From an optimization exercise on the open Yosys and OpenROAD flow, aimed at a short achievable clock period and few clock cycles per item; shortcuts taken in it are not production practice.
The RTL was checked by simulation tests, not by an equivalence proof against the original design.
Power is estimated from default activity; no workload was simulated.

==> flow/design.v <==
package psfq_pkg;
  localparam int unsigned MaxResults = 16;
  localparam int unsigned ExpCntW = $clog2(MaxResults + 1);
  localparam logic [1:0] CmdEnqueue = 2'd0;
  localparam logic [1:0] CmdDequeue = 2'd1;
  localparam logic [1:0] CmdSweep   = 2'd2;
  localparam logic [2:0] EvQueued         = 3'd0;
  localparam logic [2:0] EvDropped        = 3'd1;
  localparam logic [2:0] EvQueueFull      = 3'd2;
  localparam logic [2:0] EvExpired        = 3'd3;
  localparam logic [2:0] EvDequeued       = 3'd4;
  localparam logic [2:0] EvDequeueEmpty   = 3'd5;
  localparam logic [2:0] EvNothingExpired = 3'd6;
  typedef struct packed {
    logic [1:0]  prio;
    logic [31:0] stamp;
    logic [15:0] src;
    logic [15:0] seq;
    logic [31:0] pay;
  } entry_t;
  typedef struct packed {
    logic        found;
    logic [1:0]  prio;
    logic [31:0] stamp;
  } best_t;
  typedef struct packed {
    logic dup;
    logic freeable;
    logic expired;
    logic better;
  } cmp_res_t;
endpackage
import psfq_pkg::*;
module psfq_store #(
  parameter int unsigned SLOTS = 16
) (
  input  logic                     clk_i,
  input  logic [SLOTS-1:0]         we_i,
  input  logic [1:0]               wpri_i,
  input  logic [31:0]              wst_i,
  input  logic [15:0]              wsrc_i,
  input  logic [15:0]              wseq_i,
  input  logic [31:0]              wpay_i,
  output logic [SLOTS-1:0][1:0]    pri_o,
  output logic [SLOTS-1:0][31:0]   st_o,
  output logic [SLOTS-1:0][15:0]   src_o,
  output logic [SLOTS-1:0][15:0]   seq_o,
  output logic [SLOTS-1:0][31:0]   pay_o
);
  logic [SLOTS-1:0][1:0]  pri_q;
  logic [SLOTS-1:0][31:0] st_q;
  logic [SLOTS-1:0][15:0] src_q;
  logic [SLOTS-1:0][15:0] seq_q;
  logic [SLOTS-1:0][31:0] pay_q;
  always_ff @(posedge clk_i) begin
    for (int i = 0; i < SLOTS; i++) begin
      if (we_i[i]) begin
        pri_q[i] <= wpri_i;
        st_q[i]  <= wst_i;
        src_q[i] <= wsrc_i;
        seq_q[i] <= wseq_i;
        pay_q[i] <= wpay_i;
      end
    end
  end
  assign pri_o = pri_q;
  assign st_o  = st_q;
  assign src_o = src_q;
  assign seq_o = seq_q;
  assign pay_o = pay_q;
endmodule
import psfq_pkg::*;
module psfq_cmp (
  input  logic [31:0] st_i,
  input  logic [31:0] hi_i,       
  input  logic [1:0]  pri_i,
  input  logic [15:0] src_i,
  input  logic [15:0] seq_i,
  input  logic [31:0] now_i,
  input  logic [1:0]  ipri_i,
  input  logic [15:0] isrc_i,
  input  logic [15:0] iseq_i,
  output logic [7:0]  pst_o,      
  output logic [7:0]  phi_o,      
  output logic        dup_o,      
  output logic        cand_o      
);
  function automatic logic [1:0] order8(input logic [7:0] a, input logic [7:0] b);
    logic [7:0] gt, lt;
    logic       g, l;
    gt = a & ~b;
    lt = ~a & b;
    for (int d = 1; d < 8; d = d * 2) begin
      for (int i = 7; i >= d; i--) begin
        g     = gt[i] | (~lt[i] & gt[i-d]);
        l     = lt[i] | (~gt[i] & lt[i-d]);
        gt[i] = g;
        lt[i] = l;
      end
    end
    order8 = {gt[7], lt[7]};
  endfunction
  for (genvar g = 0; g < 4; g++) begin : g_grp
    assign pst_o[2*g+1:2*g] = order8(now_i[8*g+7:8*g], st_i[8*g+7:8*g]);
    assign phi_o[2*g+1:2*g] = order8(now_i[8*g+7:8*g], hi_i[8*g+7:8*g]);
  end
  assign dup_o  = (src_i == isrc_i) && (seq_i == iseq_i);
  assign cand_o = (pri_i[1] & ~ipri_i[1]) | (~(pri_i[1] ^ ipri_i[1]) & ~(ipri_i[0] & ~pri_i[0]));
endmodule
import psfq_pkg::*;
module priority_store_forward_queue_top #(
  parameter int unsigned SLOTS           = 16,
  parameter int unsigned PRIORITY_LEVELS = 4
) (
  input  logic        clk_i,
  input  logic        rst_ni,
  input  logic        in_valid_i,
  output logic        in_stall_o,
  input  logic [1:0]  command_i,
  input  logic [31:0] now_ms_i,
  input  logic        is_data_i,
  input  logic [15:0] source_id_i,
  input  logic [15:0] sequence_number_i,
  input  logic [1:0]  priority_req_i,
  input  logic [31:0] payload_handle_i,
  output logic        out_valid_o,
  input  logic        out_stall_i,
  output logic [2:0]  event_code_o,
  output logic        accepted_o,
  output logic [15:0] out_source_o,
  output logic [15:0] out_sequence_o,
  output logic [1:0]  out_priority_o,
  output logic [31:0] out_payload_o,
  output logic        last_o,
  input  logic        cfg_valid_i,
  output logic        cfg_ready_o,
  input  logic [31:0] cfg_data_i
);
  localparam int unsigned N      = SLOTS;
  localparam int unsigned ItemW  = 2 + 32 + 1 + 16 + 16 + 2 + 32;   
  localparam int unsigned MsgW   = 16 + 16 + 2 + 32;                
  localparam int unsigned PriMax = (PRIORITY_LEVELS > 4) ? 3 : PRIORITY_LEVELS - 1;
  localparam logic [1:0] PH_FIRST = 2'd0;   
  localparam logic [1:0] PH_ECHO  = 2'd1;   
  localparam logic [1:0] PH_SWEEP = 2'd2;   
  function automatic logic gt2(input logic [1:0] a, input logic [1:0] b);
    gt2 = (a[1] & ~b[1]) | (~(a[1] ^ b[1]) & a[0] & ~b[0]);
  endfunction
  function automatic logic [N-1:0] lowest(input logic [N-1:0] m);
    logic [N-1:0] r;
    logic         seen;
    r    = '0;
    seen = 1'b0;
    for (int k = 0; k < N; k++) begin
      if (m[k] && !seen) r[k] = 1'b1;
      seen = seen | m[k];
    end
    lowest = r;
  endfunction
  function automatic logic [1:0] order32(input logic [31:0] a, input logic [31:0] b);
    logic [31:0] gt, lt;
    logic        g, l;
    gt = a & ~b;
    lt = ~a & b;
    for (int d = 1; d < 32; d = d * 2) begin
      for (int i = 31; i >= d; i--) begin
        g     = gt[i] | (~lt[i] & gt[i-d]);
        l     = lt[i] | (~gt[i] & lt[i-d]);
        gt[i] = g;
        lt[i] = l;
      end
    end
    order32 = {gt[31], lt[31]};
  endfunction
  function automatic logic [32:0] add32(input logic [31:0] a, input logic [31:0] b);
    logic [31:0] g, p, h;
    logic        gn, pn;
    g = a & b;
    p = a ^ b;
    h = p;
    for (int d = 1; d < 32; d = d * 2) begin
      for (int i = 31; i >= d; i--) begin
        gn   = g[i] | (p[i] & g[i-d]);
        pn   = p[i] & p[i-d];
        g[i] = gn;
        p[i] = pn;
      end
    end
    add32 = {g[31], h ^ {g[30:0], 1'b0}};
  endfunction
  logic             m_v_q, r_v_q, s_v_q;
  logic             stall_q;          
  logic             accept, s_v_d;
  logic [ItemW-1:0] m_q, r_q, s_q, in_item, r_in;
  logic [31:0]      m_hi_q;           
  logic             m_hc_q;           
  logic [1:0]       m_cmd, m_pri, pri_sat, r_pri, i_pri;
  logic [31:0]      i_now;
  logic [15:0]      i_src, i_seq;
  logic [31:0]      m_now, m_pay, r_now;
  logic             m_data;
  logic [15:0]      m_src, m_seq, r_src, r_seq;
  logic [31:0]      life_q;
  assign pri_sat = (32'(priority_req_i) > PriMax) ? PriMax[1:0] : priority_req_i;
  assign in_item = {command_i, now_ms_i, is_data_i, source_id_i, sequence_number_i,
                    pri_sat, payload_handle_i};
  assign r_in    = s_v_q ? s_q : in_item;
  assign {m_cmd, m_now, m_data, m_src, m_seq, m_pri, m_pay} = m_q;
  assign r_now   = r_q[98:67];
  assign r_src   = r_q[65:50];
  assign r_seq   = r_q[49:34];
  assign r_pri   = r_q[33:32];
  assign i_now   = r_in[98:67];
  assign i_src   = r_in[65:50];
  assign i_seq   = r_in[49:34];
  assign i_pri   = r_in[33:32];
  logic [N-1:0]        v_q;
  logic [1:0]          ph_q;
  logic [N-1:0]        swm_q;           
  logic [N-1:0][N-1:0] vb_q;            
  logic [N-1:0][N-1:0] db_q;            
  logic [N-1:0][31:0]  hi_q;            
  logic [N-1:0]        hc_q;            
  logic                cfg_upd_q;       
  logic [N-1:0]        we;
  logic [N-1:0][1:0]   sl_pri;
  logic [N-1:0][31:0]  sl_st;
  logic [N-1:0][15:0]  sl_src;
  logic [N-1:0][15:0]  sl_seq;
  logic [N-1:0][31:0]  sl_pay;
  psfq_store #(.SLOTS(N)) u_store (
    .clk_i  (clk_i),
    .we_i   (we),
    .wpri_i (m_pri),
    .wst_i  (m_now),
    .wsrc_i (m_src),
    .wseq_i (m_seq),
    .wpay_i (m_pay),
    .pri_o  (sl_pri),
    .st_o   (sl_st),
    .src_o  (sl_src),
    .seq_o  (sl_seq),
    .pay_o  (sl_pay)
  );
  logic [N:0][7:0]  c_pst, c_phi, r_pst, r_phi;
  logic [N:0]       c_dup, c_cand, r_dup, r_cand;
  logic [N-1:0]     r_wprev;           
  for (genvar i = 0; i <= N; i++) begin : g_cmp
    psfq_cmp u_cmp (
      .st_i     ((i < N) ? sl_st[i % N]  : m_now),
      .hi_i     ((i < N) ? hi_q[i % N]   : m_hi_q),
      .pri_i    ((i < N) ? sl_pri[i % N] : m_pri),
      .src_i    ((i < N) ? sl_src[i % N] : m_src),
      .seq_i    ((i < N) ? sl_seq[i % N] : m_seq),
      .now_i    (i_now),
      .ipri_i   (i_pri),
      .isrc_i   (i_src),
      .iseq_i   (i_seq),
      .pst_o    (c_pst[i]),
      .phi_o    (c_phi[i]),
      .dup_o    (c_dup[i]),
      .cand_o   (c_cand[i])
    );
  end
  logic [1:0] x_st, x_hi;
  logic       x_dup, x_cand;
  assign x_st   = order32(r_now, m_now);
  assign x_hi   = order32(r_now, m_hi_q);
  assign x_dup  = (m_src == r_src) && (m_seq == r_seq);
  assign x_cand = !gt2(r_pri, m_pri);
  function automatic logic [1:0] join4(input logic [7:0] p);
    logic g, l;
    g = p[7] | (~p[6] & (p[5] | (~p[4] & (p[3] | (~p[2] & p[1])))));
    l = p[6] | (~p[7] & (p[4] | (~p[5] & (p[2] | (~p[3] & p[0])))));
    join4 = {g, l};
  endfunction
  logic [N:0]   p_exp, p_dup, p_cand, p_nle, p_sle;
  always_comb begin
    for (int i = 0; i <= N; i++) begin
      logic [7:0] pst, phi;
      logic [1:0] ost, ohi;
      logic       hc, ge_st, lt_hi;
      if (i < N && r_wprev[i % N]) begin
        pst       = r_pst[N];
        phi       = r_phi[N];
        p_dup[i]  = r_dup[N];
        p_cand[i] = r_cand[N];
      end else begin
        pst       = r_pst[i];
        phi       = r_phi[i];
        p_dup[i]  = r_dup[i];
        p_cand[i] = r_cand[i];
      end
      hc        = (i < N) ? hc_q[i % N] : m_hc_q;
      ost       = (i < N) ? join4(pst) : x_st;
      ohi       = (i < N) ? join4(phi) : x_hi;
      if (i == N) begin
        p_dup[i]  = x_dup;
        p_cand[i] = x_cand;
      end
      ge_st     = !ost[0];
      lt_hi     = ohi[0];
      p_exp[i]  = hc ? !(ge_st || lt_hi) : !(ge_st && lt_hi);
      p_nle[i]  = !ost[1];
      p_sle[i]  = ge_st;
    end
  end
  logic [N-1:0] q_exp, q_dup, q_cand, q_nle, q_sle;
  logic [N-1:0] exp_s, dup_s, cand_s, now_le_s, st_le_s;
  assign exp_s    = q_exp;
  assign dup_s    = v_q & q_dup;
  assign now_le_s = q_nle;
  assign st_le_s  = q_sle;
  assign cand_s   = q_cand;
  logic [N-1:0] vic, deq;
  always_comb begin
    for (int i = 0; i < N; i++) begin
      vic[i] = cand_s[i];
      deq[i] = v_q[i];
      for (int j = 0; j < N; j++) begin
        if (j != i) begin
          if (cand_s[j] && !((i < j) ? vb_q[i][j] : !vb_q[j][i])) vic[i] = 1'b0;
          if (v_q[j]    && !((i < j) ? db_q[i][j] : !db_q[j][i])) deq[i] = 1'b0;
        end
      end
    end
  end
  logic [N-1:0] fr, f1h, ex, e1h, s1h, tgt;
  logic         dup, free, anyc, drop, full, store, tgt_valid, more, swp_last;
  assign fr        = ~v_q | exp_s;
  assign f1h       = lowest(fr);
  assign ex        = v_q & exp_s;
  assign e1h       = lowest(ex);
  assign s1h       = lowest(swm_q);
  assign dup       = |dup_s;
  assign free      = |fr;
  assign anyc      = |cand_s;
  assign drop      = !m_data || dup;
  assign full      = !free && !anyc;
  assign store     = !drop && !full;
  assign tgt       = free ? f1h : vic;
  assign tgt_valid = free ? |(f1h & v_q) : 1'b1;
  assign more      = |(ex & ~e1h);
  assign swp_last  = !(|(swm_q & ~s1h));
  logic             go, push, adv, r_free;
  logic [N-1:0]     v_d, swm_d, sel;
  logic [1:0]       ph_d;
  logic [2:0]       r_ev;
  logic             r_acc, r_last, sel_echo, sel_pend;
  logic [MsgW-1:0]  echo_q, res_msg;
  logic [4:0]       res_ctl;           
  logic             o_v_q, o2_v_q;
  logic [MsgW-1:0]  o_msg_q, o2_msg_q;
  logic [4:0]       o_ctl_q, o2_ctl_q;
  assign go = m_v_q && !o2_v_q && (ph_q == PH_FIRST);
  always_comb begin
    push     = 1'b0;
    v_d      = v_q;
    swm_d    = swm_q;
    ph_d     = ph_q;
    we       = '0;
    sel      = '0;
    sel_echo = 1'b0;
    sel_pend = 1'b0;
    r_ev     = EvQueued;
    r_acc    = 1'b0;
    r_last   = 1'b1;
    if (!o2_v_q) begin
      unique case (ph_q)
        PH_ECHO: begin
          push     = 1'b1;
          sel_pend = 1'b1;
          r_ev     = EvQueued;
          r_acc    = 1'b1;
          ph_d     = PH_FIRST;
        end
        PH_SWEEP: begin
          push   = 1'b1;
          sel    = s1h;
          r_ev   = EvExpired;
          r_last = swp_last;
          swm_d  = swm_q & ~s1h;
          if (swp_last) ph_d = PH_FIRST;
        end
        default: if (m_v_q) begin
          unique case (m_cmd)
            CmdEnqueue: begin
              push     = 1'b1;
              sel      = store ? (tgt & v_q) : '0;
              sel_echo = !(store && tgt_valid);
              if (drop) begin
                r_ev = EvDropped;
              end else if (full) begin
                r_ev = EvQueueFull;
              end else begin
                we  = tgt;
                v_d = v_q | tgt;
                if (tgt_valid) begin
                  r_ev   = EvDropped;
                  r_last = 1'b0;
                  ph_d   = PH_ECHO;
                end else begin
                  r_ev  = EvQueued;
                  r_acc = 1'b1;
                end
              end
            end
            CmdDequeue: begin
              push = 1'b1;
              sel  = deq;
              if (|v_q) begin
                r_ev  = EvDequeued;
                r_acc = 1'b1;
                v_d   = v_q & ~deq;
              end else begin
                r_ev  = EvDequeueEmpty;
              end
            end
            CmdSweep: begin
              push = 1'b1;
              sel  = e1h;
              if (|ex) begin
                r_ev   = EvExpired;
                r_last = !more;
                v_d    = v_q & ~ex;
                swm_d  = ex & ~e1h;
                if (more) ph_d = PH_SWEEP;
              end else begin
                r_ev   = EvNothingExpired;
              end
            end
            default: ;   
          endcase
        end
      endcase
    end
  end
  always_comb begin
    res_msg = '0;
    for (int i = 0; i < N; i++) begin
      if (sel[i]) res_msg = res_msg | {sl_src[i], sl_seq[i], sl_pri[i], sl_pay[i]};
    end
    if (sel_echo) res_msg = res_msg | {m_src, m_seq, m_pri, m_pay};
    if (sel_pend) res_msg = res_msg | echo_q;
    if (o2_v_q)   res_msg = res_msg | o2_msg_q;
    res_ctl = o2_v_q ? o2_ctl_q : {r_ev, r_acc, r_last};
  end
  assign adv    = !m_v_q || go;
  assign r_free = !r_v_q || adv;
  assign accept = in_valid_i && !stall_q;
  assign s_v_d  = s_v_q ? !r_free : (accept && !r_free);
  always_ff @(posedge clk_i or negedge rst_ni) begin
    if (!rst_ni) begin
      m_v_q  <= 1'b0;
      r_v_q  <= 1'b0;
      s_v_q  <= 1'b0;
      stall_q <= 1'b0;
      o_v_q  <= 1'b0;
      o2_v_q <= 1'b0;
      v_q    <= '0;
      ph_q   <= PH_FIRST;
      life_q <= 32'd60000;
      cfg_upd_q <= 1'b0;
    end else begin
      cfg_upd_q <= cfg_valid_i;
      if (adv) m_v_q <= r_v_q;
      if (r_free) r_v_q <= s_v_q || accept;
      s_v_q   <= s_v_d;
      stall_q <= s_v_d || cfg_valid_i;
      if (!o_v_q || !out_stall_i) begin
        o_v_q  <= push || o2_v_q;
        o2_v_q <= 1'b0;
      end else if (push) begin
        o2_v_q <= 1'b1;
      end
      v_q  <= v_d;
      ph_q <= ph_d;
      if (cfg_valid_i) life_q <= cfg_data_i;
    end
  end
  always_ff @(posedge clk_i) begin
    if (adv) begin
      m_q     <= r_q;
      for (int i = 0; i < N; i++) begin
        q_exp[i]  <= we[i] ? p_exp[N]  : p_exp[i];
        q_dup[i]  <= we[i] ? p_dup[N]  : p_dup[i];
        q_nle[i]  <= we[i] ? p_nle[N]  : p_nle[i];
        q_sle[i]  <= we[i] ? p_sle[N]  : p_sle[i];
        q_cand[i] <= we[i] ? p_cand[N] : p_cand[i];
      end
      {m_hc_q, m_hi_q} <= add32(r_now, life_q);
    end
    if (r_free) begin
      r_q     <= r_in;
      r_pst   <= c_pst;
      r_phi   <= c_phi;
      r_dup   <= c_dup;
      r_cand  <= c_cand;
      r_wprev <= we;
    end
    if (!s_v_q && !r_free) s_q <= in_item;
    if (!o_v_q || !out_stall_i) begin
      o_msg_q <= res_msg;
      o_ctl_q <= res_ctl;
    end else if (push) begin
      o2_msg_q <= res_msg;
      o2_ctl_q <= res_ctl;
    end
    swm_q <= swm_d;
    if (go) echo_q <= {m_src, m_seq, m_pri, m_pay};
    if (go && m_cmd == CmdEnqueue && store) begin
      for (int i = 0; i < N; i++) begin
        for (int j = i + 1; j < N; j++) begin
          if (tgt[i]) begin
            vb_q[i][j] <= gt2(m_pri, sl_pri[j]) || ((m_pri == sl_pri[j]) && now_le_s[j]);
            db_q[i][j] <= gt2(sl_pri[j], m_pri) || ((m_pri == sl_pri[j]) && now_le_s[j]);
          end else if (tgt[j]) begin
            vb_q[i][j] <= gt2(sl_pri[i], m_pri) || ((m_pri == sl_pri[i]) && st_le_s[i]);
            db_q[i][j] <= gt2(m_pri, sl_pri[i]) || ((m_pri == sl_pri[i]) && st_le_s[i]);
          end
        end
      end
    end
    for (int i = 0; i < N; i++) begin
      if (we[i])          {hc_q[i], hi_q[i]} <= {m_hc_q, m_hi_q};
      else if (cfg_upd_q) {hc_q[i], hi_q[i]} <= add32(sl_st[i], life_q);
    end
  end
  assign in_stall_o     = stall_q;
  assign cfg_ready_o    = 1'b1;
  assign out_valid_o    = o_v_q;
  assign {out_source_o, out_sequence_o, out_priority_o, out_payload_o} = o_msg_q;
  assign {event_code_o, accepted_o, last_o} = o_ctl_q;
endmodule
==> flow/flow/run.sh <==
#!/bin/bash
set -euo pipefail
MARGIN=${PSFQ_SETUP_MARGIN:-6.5}
bash standard.sh synth > synth.log 2>&1
sed "s|\"\\\${@:-finish}\"|SETUP_SLACK_MARGIN=${MARGIN} \"\${@:-finish}\"|" standard.sh > standard_margin.sh
grep -q "SETUP_SLACK_MARGIN=${MARGIN}" standard_margin.sh
bash standard_margin.sh finish > layout.log 2>&1
==> flow/standard.sh <==
#!/bin/bash
# synth_recipe.tcl (not shown) runs the flow's synth.tcl, then flattens the netlist and writes it again
# the make line also repeats each setting of config.mk as NAME=value (left out here)
make -C /OpenROAD-flow-scripts/flow DESIGN_CONFIG=/design/flow/config.mk WORK_HOME=/design/flow/orfs CLKGATE_MAP_FILE= SYNTH_SCRIPT=/design/flow/synth_recipe.tcl "${@:-finish}"
==> flow/config.mk <==
export PLATFORM = sky130hd
export DESIGN_NAME = priority_store_forward_queue_top
export DESIGN_NICKNAME = priority_store_forward_queue_top
export VERILOG_FILES = /design/flow/design.v
export SDC_FILE = /design/flow/constraint.sdc
export NUM_CORES = 4
export LEC_CHECK = 0
export ABC_CLOCK_PERIOD_IN_PS = 1000
export CAP_MARGIN = 20
export CORE_MARGIN = 2
export CORE_UTILIZATION = 40
export PLACE_DENSITY = 0.6
export SLEW_MARGIN = 20
export TNS_END_PERCENT = 100
==> flow/constraint.sdc <==
create_clock -name core_clock -period 10.0 [get_ports {clk_i}]
set_input_delay 2.0000 -clock core_clock [delete_from_list [all_inputs] [get_ports {clk_i}]]
set_output_delay 2.0000 -clock core_clock [all_outputs]
set_load 0.01 [all_outputs]
==> results.py <==
metrics = {
    "die": {
        "die-area_um2": 452000,
        "die_w_um": 672,
        "rows": 245,
        "core_area_um2": 445000,
        "initial_core_util": 0.401,
        "die_h_um": 672,
        "num_io_pins": 212,
    },
    "yosys": {
        "ys_seq_area_frac": 0.559,
        "synth_edf_count": 3277,
        "yosysWarnings": 3,
        "synth.distinct_cells": 108,
        "synth_cells": 15500,
        "synth-main-ff-cell": "edfxtp_1",
        "syn_area_um2": 179000,
        "ys_ff_latch": 3334,
        "postSynthAreaPerCell_um2": 11.5,
        "synthArstFlopShare": 0.0171,
        "postSynthNetCount": 16300,
    },
    "critical_path": {
        "ff2ff_path_depth": 15,
        "r2r-end": "o2_msg_q[39]",
        "r2r_setup_slack_ns": 5.63,
        "cp.required_ns": 10.78,
        "cp_max_fo": 6,
        "startpoint_type": "flip-flop",
        "cp_data_arrival_time_ns": 5.14,
        "r2r_start": "q_exp[1]",
        "cp-end-kind": "flip-flop",
        "critPathKind": "flip-flop to flip-flop",
    },
    "route": {
        "vias": 161000,
        "drt-total-wl_mm": 922,
        "post_drt_wl_per_cell_um": 38.7,
        "drc": 0,
        "drt_iter0_markers": 32300,
        "via_per_inst": 6.77,
        "first_pass_iters": 14,
        "antenna_left": 0,
    },
    "timing": {
        "rsz0062_at_grt": "true",
        "fin_skew_ns": 0.105,
        "setup_tns_ns": 0,
        "hold_viol_final": 0,
        "period_minus_slack_ns": 4.37,
        "setup_viol": 0,
        "relSlewSlack": 0.0346,
        "tightestPinTransition_ns": 1.44,
        "holdWs_ns": 0.416,
        "period_share": 0.437,
        "max_freq_mhz": 229,
        "final_max_slew_viol_count": 0,
    },
    "clock_tree": {
        "cts_made_buffers": 377,
        "cts_hold_buf": 0,
        "cts_tree": "yes",
        "clk_pin_slew_ns": 0.06,
        "clock_latency_ns": 1.06,
        "htree_levels": 5,
        "clock_path_buffers": 4,
        "clock_sinks": 3334,
        "ctsRootBufferMaster": "clkbuf_16",
    },
    "grt": {
        "grt_pass1_wl_mm": 1140,
        "grt_pass1_vias": 139000,
        "overflow": 0,
        "antenna_found_initial": 71,
        "grt.total_usage": 0.361,
        "grt_max_degree": 122,
    },
    "power_and_ir_drop": {
        "power.density_nw_per_um2": 241,
        "p_leak_nw": 84.3,
        "ir_drop_v": 0.000248,
    },
    "cells_and_area": {
        "area_growth_syn_to_layout_pct": 34.5,
        "drive_gt1_frac": 0.264,
        "final_util": 0.540,
        "fin_nets": 18300,
        "final_common_cell": "edfxtp_1",
        "final_cell_mix": "edfxtp_1, a21oi_1, nand2_1",
    },
    "place": {
        "io_buffers": 210,
        "gp_congestion": 1.03,
        "dp_hpwl_mm": 490,
    },
    "hold_path": {
        "min_path_cells": 0,
        "hold_class": "flip-flop to flip-flop",
        "hold_end": "m_q[21]",
        "worstHoldStart": "r_q[21]",
    },
    "outcome": {
        "outcome": "complete, no violations",
    },
    "flow_run": {
        "maxCapViolCount": 0,
    },
}
[worst max-delay path, cell delays in order (launching register included)]
cell       delay [ns]
edfxtp_1         0.51
nand4bb_4        0.32
nor4_4           0.41
nand2b_4         0.09
buf_6            0.12
buf_8            0.12
o311ai_4         0.30
buf_4            0.17
buf_6            0.10
buf_6            0.09
o31ai_4          0.07
a22o_4           0.32
buf_6            0.15
a222oi_1         0.84
and4_1           0.40
nand3_2          0.12
[what timing repair did]
item                        CTS  global route
setup endpoints to repair  3870          2978
pin swaps                   744           782
setup buffers               876           554
gates resized for setup    2524          1800
cloned                      199           202
[layer usage]
layer,GRT usage,up-vias,routed length [um]
li1,-,63800,-
met1,0.482,78400,326000
met2,0.488,15100,348000
met3,0.136,3697,164000
met4,0.229,63,82000
met5,0.00808,-,2410
[how the worst max path moves through the flow]
stage,from,endpoint,slack (ns),cells past startpoint
finish,q_exp[1],o2_msg_q[39],5.63,15
detailed placement,v_q[8],u_store.pay_q[277],3.93,9
floorplan,ph_q[0],s_q[0],0.06,5
global route,q_exp[1],o_msg_q[50],5.69,17
global placement,v_q[8],u_store.pay_q[277],3.94,9
CTS,life_q[1],hc_q[15],5.92,17
[logic make-up (layout without fill, tap and decap cells)]
logic type | after synthesis | count (layout) | synth area share
AOI/OAI and AO/OA | 5005 | 5009 | 0.174
DFF | 3334 | 3334 | 0.559
and+or+nand+nor | 3258 | 3280 | 0.0848
adders and majority gates | 1477 | 1477 | 0.0922
buffers and inverters | 1240 | 3495 | 0.0280
xor gates and xnor gates | 1015 | 1015 | 0.0498
muxes | 205 | 205 | 0.0121
other | 1 | 56 | 0.0000210
[per-stage QoR]
step | std cells | power (W) | cell area (um2) | setup WS [ns]
finish | 23800 | 0.0578 | 240000 | 5.63
global route | 23800 | 0.0586 | 240000 | 5.69
CTS | 23000 | 0.0547 | 224000 | 5.92
detailed placement | 21200 | 0.0385 | 189000 | 3.93
global placement | 21200 | 0.0384 | 189000 | 3.94
floorplan | 15500 | 0.0303 | 179000 | 0.0592
[flip-flops by register name, summed over array words and instances, names as in the netlist, 101 cells and up]
name / flops
hi_q: 512
u_store.pay_q: 512
u_store.st_q: 512
u_store.seq_q: 256
u_store.src_q: 256
r_pst: 135
db_q: 120
vb_q: 120
r_phi: 119
m_q: 101
r_q: 101
s_q: 101
[final cells by class]
type	count	area (um2)
Timing Repair inverter	47	1130
Timing Repair Buffer	2382	32400
Fill cell	36500	205000
Antenna cell	55	138
Sequential cell	3334	99900
Tap cell	5928	7420
Inverter	377	1750
Clock buffer	460	9940
Multi-Input combinational cell	11000	85400
Clock inverter	229	2250
[Yosys cell counts (all sizes together) (115+ instances only)]
| library cell | number | share of area |
|---|---|---|
| a22oi | 178 | 0.0075 |
| inv | 369 | 0.0078 |
| o21ai | 1415 | 0.040 |
| clkbuf | 600 | 0.013 |
| a21oi | 1545 | 0.043 |
| ha | 601 | 0.042 |
| xor2 | 228 | 0.011 |
| maj3 | 859 | 0.048 |
| xnor2 | 787 | 0.039 |
| a22o | 127 | 0.0062 |
| nand4 | 120 | 0.0042 |
| a221oi | 119 | 0.0058 |
| a21o | 309 | 0.013 |
| a211oi | 124 | 0.0052 |
| nand2b | 214 | 0.0075 |
| nand3 | 161 | 0.0045 |
| nor3 | 142 | 0.0040 |
| nor2 | 913 | 0.019 |
| buf | 263 | 0.0075 |
| o31ai | 189 | 0.0080 |
| a31oi | 196 | 0.0069 |
| nand2 | 1159 | 0.024 |
| nor4 | 182 | 0.0065 |
| edfxtp | 3277 | 0.55 |
| mux2i | 115 | 0.0064 |
| a222oi | 197 | 0.011 |
[power breakdown]
group | internal (W) | switching [W] | total, W
logic | 0.00702 | 0.0144 | 0.0214
registers | 0.0198 | 0.00242 | 0.0222
clock network | 0.00790 | 0.00632 | 0.0142
total | 0.0347 | 0.0231 | 0.0578
Testbench counts, summed over its fixed seeds: cycles 5,305, items 4,800.

==> afterwards: timing with drivers on the ports <==
In the flow no input, the clock included, has a driving cell. The finished layout below was timed again as built, in two steps.
Step 1 assumes that a clkbuf_16 drives the clock port and a buf_2 every other input.
Step 2 also shifts input and output timing later by t, the mid clock arrival at the registers, as if the neighbouring blocks saw the same clock.
Three values: ideal, step 1, step 2; two values: the first two.
shift t [ns]: 1.121
setup slack, ns: 5.631 / 5.631 / 4.974
slew at the worst register clock pin (ns): 0.07 / 0.07
cell pins on the clock port's net: 1
After both steps this run still meets setup and hold. The setup slack of this run moves by 0.000 ns with the drivers and by -0.657 ns with both steps.
